This is an optimization exercise on Yosys and OpenROAD, whose aim is small area, not a production implementation. In this exercise RTL edits were held to simulation tests only and were not proved equivalent to the original. No activity file was given, so power comes from the tool's default toggle rates.

## job 9116
Design pe_dot_accum_4xpack, start of the top module:
module pe_dot_accum_4xpack #(
    parameter int DOT_SIZE          = 8,
    parameter int MULT_OUTPUT_WIDTH = 9,
    parameter int MULT_LATENCY      = 3,
    parameter int ACCUM_WIDTH       = 12
) (
    input  logic                                                   clock,
    input  logic                                                   reset,
    input  logic                                                   i_valid,
    input  logic                                                   i_first,
    input  logic                                                   i_last,
    input  logic [1:0][1:0][DOT_SIZE-1:0][MULT_OUTPUT_WIDTH-1:0] i_mult_output,
    input  logic                                                   i_ready,
    output logic                                                   o_valid,
    output logic [1:0][1:0][ACCUM_WIDTH-1:0]                       o_result,
    output logic                                                   o_overflow
);
    logic [3:0] r_v, r_f, r_l;
    logic       r_ld, r_empty;
    always_ff @(posedge clock) begin
        r_f <= {r_f[2:0], i_first};
        r_l <= {r_l[2:0], i_last};
        if (reset) begin
            r_v  <= '0;
            r_ld <= 1'b0;
        end else begin
            r_v  <= {r_v[2:0], i_valid};
            r_ld <= r_v[3] & r_l[3];
        end
    end
    always_ff @(posedge clock) begin
        if (reset)
            r_empty <= 1'b1;
        else if (r_v[3])
            r_empty <= 1'b0;
    end
    logic w_start;
    assign w_start = r_f[3] | r_empty;
    logic [3:0][12:0] r_acc;
    logic [3:0][11:0] w_res;
    for (genvar n = 0; n < 4; n++) begin : g_lane
        logic [17:0] w_d, r_d;
        logic [12:0] w_sum;
        logic        w_clip;
        pe_dot_lane u_dot (.p(i_mult_output[n/2][n%2]), .d(w_d));
        always_ff @(posedge clock)
            r_d <= w_d;
  ...
For scale: about 1200 cells after synthesis, roughly 190 flip-flops, ~16000 µm² of cells after synthesis.
export LEC_CHECK = 0
export CAP_MARGIN = 20
export CORE_MARGIN = 2
export CORE_UTILIZATION = 60
export SLEW_MARGIN = 20
export SYNTH_HIERARCHICAL = 1
export SYNTH_MINIMUM_KEEP_SIZE = 0
create_clock -name core_clock -period 4.5 [get_ports {clock}]
standard.sh (not shown) runs the stock make flow with config.mk's settings and CLKGATE_MAP_FILE= SYNTH_SCRIPT=/design/flow/synth_recipe.tcl, a recipe that flattens the netlist after the stock synthesis.
==> flow/flow/run.sh <==
#!/bin/bash
# Standard layout with our own port buffers (flow/pre_gpl.tcl) and a leaner clock tree.
set -euo pipefail
bash standard.sh DONT_BUFFER_PORTS=1 \
  PRE_GLOBAL_PLACE_TCL="$PWD/flow/pre_gpl.tcl" POST_GLOBAL_PLACE_TCL="$PWD/flow/post_gpl.tcl" \
  CTS_ARGS="-sink_clustering_enable -repair_clock_nets -root_buf sky130_fd_sc_hd__clkbuf_16 -sink_clustering_buffer sky130_fd_sc_hd__clkbuf_8 -buf_list sky130_fd_sc_hd__clkbuf_8 -dont_use_dummy_load" \
  finish > standard_flow.log 2>&1
==> flow/flow/post_gpl.tcl <==
unset_dont_touch [get_cells {input* output*}]
==> flow/flow/pre_gpl.tcl <==
# Port buffers before global placement: the smallest buffer, or a stronger one on inputs
# that fan out widely. They are marked dont_touch so that the timing-driven placement's
# remove_buffers keeps them, and released again after global placement (post_gpl.tcl).
remove_buffers
buffer_ports -inputs -outputs -buffer_cell sky130_fd_sc_hd__buf_1
foreach inst [get_cells input*] {
  set out [get_pins -of_objects $inst -filter "direction == output"]
  set loads [get_pins -of_objects [get_nets -of_objects $out] -filter "direction == input"]
  if {[llength $loads] >= 6} {
    replace_cell $inst sky130_fd_sc_hd__buf_4
  }
}
set_dont_touch [get_cells {input* output*}]
Job 9116 completed end to end with timing, DRC and antenna clean.
## Diff of input files: job 1647 against job 9116
# job 9116
export LEC_CHECK = 0
export CAP_MARGIN = 20
export CORE_MARGIN = 2
export CORE_UTILIZATION = 60
export SLEW_MARGIN = 20
export SYNTH_HIERARCHICAL = 1
export SYNTH_MINIMUM_KEEP_SIZE = 0
create_clock -name core_clock -period 4.5 [get_ports {clock}]
# job 1647
export LEC_CHECK = 0
export CAP_MARGIN = 20
export CORE_MARGIN = 2
export CORE_UTILIZATION = 40
export CTS_BUF_LIST = sky130_fd_sc_hd__clkbuf_8 sky130_fd_sc_hd__clkbuf_16
export SLEW_MARGIN = 20
export SYNTH_HIERARCHICAL = 1
export SYNTH_MINIMUM_KEEP_SIZE = 0
create_clock -name core_clock -period 4.5 [get_ports {clock}]
==> flow/flow/run.sh <==
#!/bin/bash
# Standard layout, with the smallest buffer as the port buffer.
set -euo pipefail
bash standard.sh BUFFER_PORTS_ARGS="-buffer_cell sky130_fd_sc_hd__buf_1" finish > standard_flow.log 2>&1
removed: flow/flow/post_gpl.tcl
removed: flow/flow/pre_gpl.tcl
### Flow results
Looking at insertion delay of the later-clocked pin in the worst-skew pair, job 1647 sits 0.06 ns higher than job 9116 does.
The cell type of the slowest stage on the worst timing path comes out fa_1 in one run and nor2_4 in the other, namely in job 1647 and job 9116 respectively.
The run with more setup slack is job 9116; job 1647 has less.
Max maximum cell stage delay along the critical path across job 1647 and job 9116: job 9116
Job 1647 vs job 9116, total wire length went up by 1.7 mm.
Re final critical delay including setup and external delays: job 1647 and job 9116 aren't equal, and the higher value belongs to job 1647.
The maximum frequency reported for job 1647 is smaller than that of job 9116 by about 2%.
Diff job 1647 and job 9116: clock buffer count in the final layout lower in job 9116
Cmp job 1647 vs job 9116: number of gates on the worst path with buffers counted lower in job 1647
On job 1647: share of cells above drive strength 1 is 1.3 points higher than what job 9116 gave.
In job 1647 the clock group share of total power turned out 5.4 points higher than in job 9116.
For job 7335, these inputs were changed with respect to job 1647:
# job 1647
export LEC_CHECK = 0
export CAP_MARGIN = 20
export CORE_MARGIN = 2
export CORE_UTILIZATION = 40
export CTS_BUF_LIST = sky130_fd_sc_hd__clkbuf_8 sky130_fd_sc_hd__clkbuf_16
export SLEW_MARGIN = 20
export SYNTH_HIERARCHICAL = 1
export SYNTH_MINIMUM_KEEP_SIZE = 0
create_clock -name core_clock -period 4.5 [get_ports {clock}]
# job 7335
export LEC_CHECK = 0
export CAP_MARGIN = 20
export CORE_MARGIN = 2
export CORE_UTILIZATION = 40
export SLEW_MARGIN = 20
export SYNTH_HIERARCHICAL = 1
export SYNTH_MINIMUM_KEEP_SIZE = 0
create_clock -name core_clock -period 4.5 [get_ports {clock}]
==> flow/flow/run.sh <==
#!/bin/bash
# Standard layout, with the smallest buffer as the port buffer and a leaner clock tree.
set -euo pipefail
bash standard.sh BUFFER_PORTS_ARGS="-buffer_cell sky130_fd_sc_hd__buf_1" \
  CTS_ARGS="-sink_clustering_enable -repair_clock_nets -root_buf sky130_fd_sc_hd__clkbuf_16 -sink_clustering_buffer sky130_fd_sc_hd__clkbuf_8 -buf_list sky130_fd_sc_hd__clkbuf_8 -dont_use_dummy_load" \
  RECOVER_POWER=100 finish > standard_flow.log 2>&1
### Flow results
Job 7335 completed end to end; final checks failed (max-capacitance violations, max-slew violations).
From job 1647 to job 7335 the numbers moved as follows: sequential share of layout area increased by 0.54 points relative to the old numbers; gate count after technology mapping closely matched the old numbers.
Summary: with job 1647 as the reference, final instance count without filler cells in job 7335 moved down slightly.
The final reports for job 7335 and job 1647 show utilization after layout lower in the former.
Going from job 1647 to job 7335, the setup slack was found to have gone down by 0.092 ns.
Job 1647 → job 7335: ratio of cells with drive above 1 in the final layout fell 1.7 points; buffer share of cell area closely matched the old numbers.
### job 7335 -> job 4519
diff --git a/flow/flow/run.sh b/flow/flow/run.sh
--- a/flow/flow/run.sh
+++ b/flow/flow/run.sh
@@ -6 +6 @@
-  RECOVER_POWER=100 finish > standard_flow.log 2>&1
+  finish > standard_flow.log 2>&1
Findings:
Job 4519 was carried through to the last stage, and its layout satisfied the timing, DRC and antenna checks. The multi-input combinational cell area was comparable across job 4519 and job 7335. [compare] base=job 7335 new=job 4519: filler cell count level, post-route minimum period moved down, met3 layer wire length in the routed design moved up, total stage count of the critical path level.

* * *

== v46 ==
pe_dot_accum_4xpack again, from the RTL that the note above started with.
clock: 4.5 ns
lec_check: 0
cap_margin: 20
core_margin: 2
core_utilization: 40
slew_margin: 20
synth_hierarchical: 1
synth_minimum_keep_size: 0
==> flow/flow/run.sh <==
#!/bin/bash
# Standard layout, with the smallest buffer as the port buffer.
set -euo pipefail
bash standard.sh BUFFER_PORTS_ARGS="-buffer_cell sky130_fd_sc_hd__buf_1" finish > standard_flow.log 2>&1
v46 closes out successfully: all stages finished, all timing, DRC and antenna checks passed.
What v45 does differently from v46 at the input level:
==> flow/flow/run.sh <==
#!/bin/bash
# Standard layout with our own port buffers (flow/pre_gpl.tcl) and a leaner clock tree.
set -euo pipefail
bash standard.sh DONT_BUFFER_PORTS=1 \
  PRE_GLOBAL_PLACE_TCL="$PWD/flow/pre_gpl.tcl" POST_GLOBAL_PLACE_TCL="$PWD/flow/post_gpl.tcl" \
  CTS_ARGS="-sink_clustering_enable -repair_clock_nets -root_buf sky130_fd_sc_hd__clkbuf_16 -sink_clustering_buffer sky130_fd_sc_hd__clkbuf_8 -buf_list sky130_fd_sc_hd__clkbuf_8 -dont_use_dummy_load" \
  finish > standard_flow.log 2>&1
==> flow/flow/post_gpl.tcl (new file) <==
unset_dont_touch [get_cells {input* output*}]
==> flow/flow/pre_gpl.tcl (new file) <==
# Port buffers before global placement: the smallest buffer, or a stronger one on inputs
# that fan out widely. They are marked dont_touch so that the timing-driven placement's
# remove_buffers keeps them, and released again after global placement (post_gpl.tcl).
remove_buffers
buffer_ports -inputs -outputs -buffer_cell sky130_fd_sc_hd__buf_1
foreach inst [get_cells input*] {
  set out [get_pins -of_objects $inst -filter "direction == output"]
  set loads [get_pins -of_objects [get_nets -of_objects $out] -filter "direction == input"]
  if {[llength $loads] >= 6} {
    replace_cell $inst sky130_fd_sc_hd__buf_2
  }
}
set_dont_touch [get_cells {input* output*}]
### Flow results
From v46 to v45 the numbers moved as follows: global-route usage over all layers lost 0.38 points, worst-skew pair later-pin latency down 40 ps, count of clock-buffer cells in the layout went down. Switching share of power, v46 and v45, lower one = v46. Looking at first element of the critical path, the i_mult_output[8] result is from v45; the i_mult_output[251] one comes from v46. On via count, v46 loses to v45.
[inputs] v28 vs v45
# v45
export LEC_CHECK = 0
export CAP_MARGIN = 20
export CORE_MARGIN = 2
export CORE_UTILIZATION = 40
export SLEW_MARGIN = 20
export SYNTH_HIERARCHICAL = 1
export SYNTH_MINIMUM_KEEP_SIZE = 0
create_clock -name core_clock -period 4.5 [get_ports {clock}]
# v28
export LEC_CHECK = 0
export CAP_MARGIN = 20
export CORE_MARGIN = 2
export CORE_UTILIZATION = 40
export GPL_TIMING_DRIVEN = 0
export SLEW_MARGIN = 20
export SYNTH_HIERARCHICAL = 1
export SYNTH_MINIMUM_KEEP_SIZE = 0
create_clock -name core_clock -period 4.5 [get_ports {clock}]
==> flow/flow/run.sh <==
#!/bin/bash
# Standard layout, with the smallest buffer as the port buffer.
set -euo pipefail
bash standard.sh BUFFER_PORTS_ARGS="-buffer_cell sky130_fd_sc_hd__buf_1" finish > standard_flow.log 2>&1
removed: flow/flow/post_gpl.tcl
removed: flow/flow/pre_gpl.tcl
==> notes.md <==
v28 vs v45 on least setup slack across all paths after layout: v28 is the lower one.
As of v28, detailed placer's ending HPWL had risen by a few percent compared to v45.
In the tables for v45 and v28, layout net count reads lower with v45.
Final non-filler cell area, v45 and v28, higher one = v28.
Taking v28 as 1.0, v45 lands at 0.70 on total power.
v28 vs v45 on clock-pin slew on the worst setup and hold paths: v28 is the lower one.
Compared to v45, the router laid down more metal wire for v28.

* * *

Setup of v6:
Starting RTL as in the previous note.
clock: 4.5 ns
lec_check: 0
cap_margin: 0
core_margin: 2
core_utilization: 40
slew_margin: 0
synth_hierarchical: 1
synth_minimum_keep_size: 0
==> flow/flow/run.sh <==
#!/bin/bash
# Standard layout, with the smallest buffer as the port buffer and a leaner clock tree.
set -euo pipefail
bash standard.sh BUFFER_PORTS_ARGS="-buffer_cell sky130_fd_sc_hd__buf_1" \
  CTS_ARGS="-sink_clustering_enable -repair_clock_nets -root_buf sky130_fd_sc_hd__clkbuf_16 -sink_clustering_buffer sky130_fd_sc_hd__clkbuf_8 -buf_list sky130_fd_sc_hd__clkbuf_8 -dont_use_dummy_load" \
  finish > standard_flow.log 2>&1
Both conditions hold for v6: the flow ran to the end and the final layout passed the timing, DRC and antenna checks.
Setup changes, v6 to v7
# v6
export LEC_CHECK = 0
export CAP_MARGIN = 0
export CORE_MARGIN = 2
export CORE_UTILIZATION = 40
export SLEW_MARGIN = 0
export SYNTH_HIERARCHICAL = 1
export SYNTH_MINIMUM_KEEP_SIZE = 0
create_clock -name core_clock -period 4.5 [get_ports {clock}]
# v7
export LEC_CHECK = 0
export CAP_MARGIN = 20
export CORE_MARGIN = 2
export CORE_UTILIZATION = 40
export SLEW_MARGIN = 20
export SYNTH_HIERARCHICAL = 1
export SYNTH_MINIMUM_KEEP_SIZE = 0
create_clock -name core_clock -period 4.5 [get_ports {clock}]
diff --git a/flow/flow/run.sh b/flow/flow/run.sh
--- a/flow/flow/run.sh
+++ b/flow/flow/run.sh
@@ -2 +2 @@
-# Standard layout, with the smallest buffer as the port buffer and a leaner clock tree.
+# Standard layout with our own port buffers (flow/pre_gpl.tcl) and a leaner clock tree.
@@ -4 +4,2 @@
-bash standard.sh BUFFER_PORTS_ARGS="-buffer_cell sky130_fd_sc_hd__buf_1" \
+bash standard.sh DONT_BUFFER_PORTS=1 \
+  PRE_GLOBAL_PLACE_TCL="$PWD/flow/pre_gpl.tcl" POST_GLOBAL_PLACE_TCL="$PWD/flow/post_gpl.tcl" \
==> flow/flow/post_gpl.tcl (new file) <==
unset_dont_touch [get_cells {input* output*}]
==> flow/flow/pre_gpl.tcl (new file) <==
# Port buffers before global placement: the smallest buffer, or a stronger one on inputs
# that fan out widely. They are marked dont_touch so that the timing-driven placement's
# remove_buffers keeps them, and released again after global placement (post_gpl.tcl).
remove_buffers
buffer_ports -inputs -outputs -buffer_cell sky130_fd_sc_hd__buf_1
foreach inst [get_cells input*] {
  set out [get_pins -of_objects $inst -filter "direction == output"]
  set loads [get_pins -of_objects [get_nets -of_objects $out] -filter "direction == input"]
  if {[llength $loads] >= 6} {
    replace_cell $inst sky130_fd_sc_hd__buf_4
  }
}
set_dont_touch [get_cells {input* output*}]
### Flow results
- Of v6 and v7, the run reporting the lower proportion of power drawn by combinational gates was v7.
- The final reports for v7 and v6 show sequential share of layout area higher in the former.
- Between v6 and v7, the difference in clock edge transition at the registers on the reported setup and hold paths is negligible.
- The final non-filler cell area of v7 was superior to that of v6.
- v7 does better than v6 on worst setup slack.
- Compared with v6, v7 shows a lower via count.
- Looking at global routing met1 resource utilization across v6 and v7, the one that comes out lower is v7.
- Diff v6 -> v7: overall power after layout moved down; number of flops mapped to enable cells by yosys did not really move; max-slew headroom at the worst pin moved up.

port drivers added, routing unchanged:
The flow's constraints put no driver on any port. The routed layouts listed below were extracted and timed again, unchanged, in two steps. Step 1: set_driving_cell puts a clkbuf_16 on clock and a buf_2 on each other input, an assumption about the parent block. Step 2 times the ports against the registers' clock, not the clock port: input delays grow and output delays shrink by t, the midpoint of the rising clock arrivals with the driver on. Slacks: ideal ports / drivers / drivers and shift; pairs: ideal ports / drivers.
run	shift t [ns]	setup slack, ns	hold WS [ns]	clock arrival spread, ns	worst register clock-pin slew, ns
job 9116	0.410	0.444 / 0.444 / 0.199	0.333 / 0.333 / 0.333	0.054 / 0.053	0.11 / 0.11
job 1647	0.488	0.358 / 0.382 / -0.106	0.323 / 0.323 / 0.323	0.013 / 0.013	0.07 / 0.07
job 7335	0.428	0.265 / 0.283 / -0.145	0.325 / 0.325 / 0.325	0.027 / 0.027	0.10 / 0.10
job 4519	0.428	0.311 / 0.332 / -0.096	0.326 / 0.326 / 0.326	0.026 / 0.026	0.09 / 0.09
v46	0.488	0.357 / 0.382 / -0.106	0.323 / 0.323 / 0.323	0.012 / 0.012	0.07 / 0.07
v45	0.430	0.504 / 0.528 / 0.098	0.333 / 0.333 / 0.333	0.030 / 0.030	0.09 / 0.09
v28	0.474	0.326 / 0.341 / -0.132	0.329 / 0.329 / 0.329	0.015 / 0.015	0.08 / 0.08
v6	0.427	0.311 / 0.331 / -0.096	0.326 / 0.326 / 0.326	0.027 / 0.027	0.09 / 0.09
v7	0.431	0.546 / 0.573 / 0.142	0.314 / 0.314 / 0.314	0.030 / 0.030	0.10 / 0.10
The setup slack of job 1647, which loses most, moves by +0.024 ns with the drivers and by -0.464 ns with both steps.
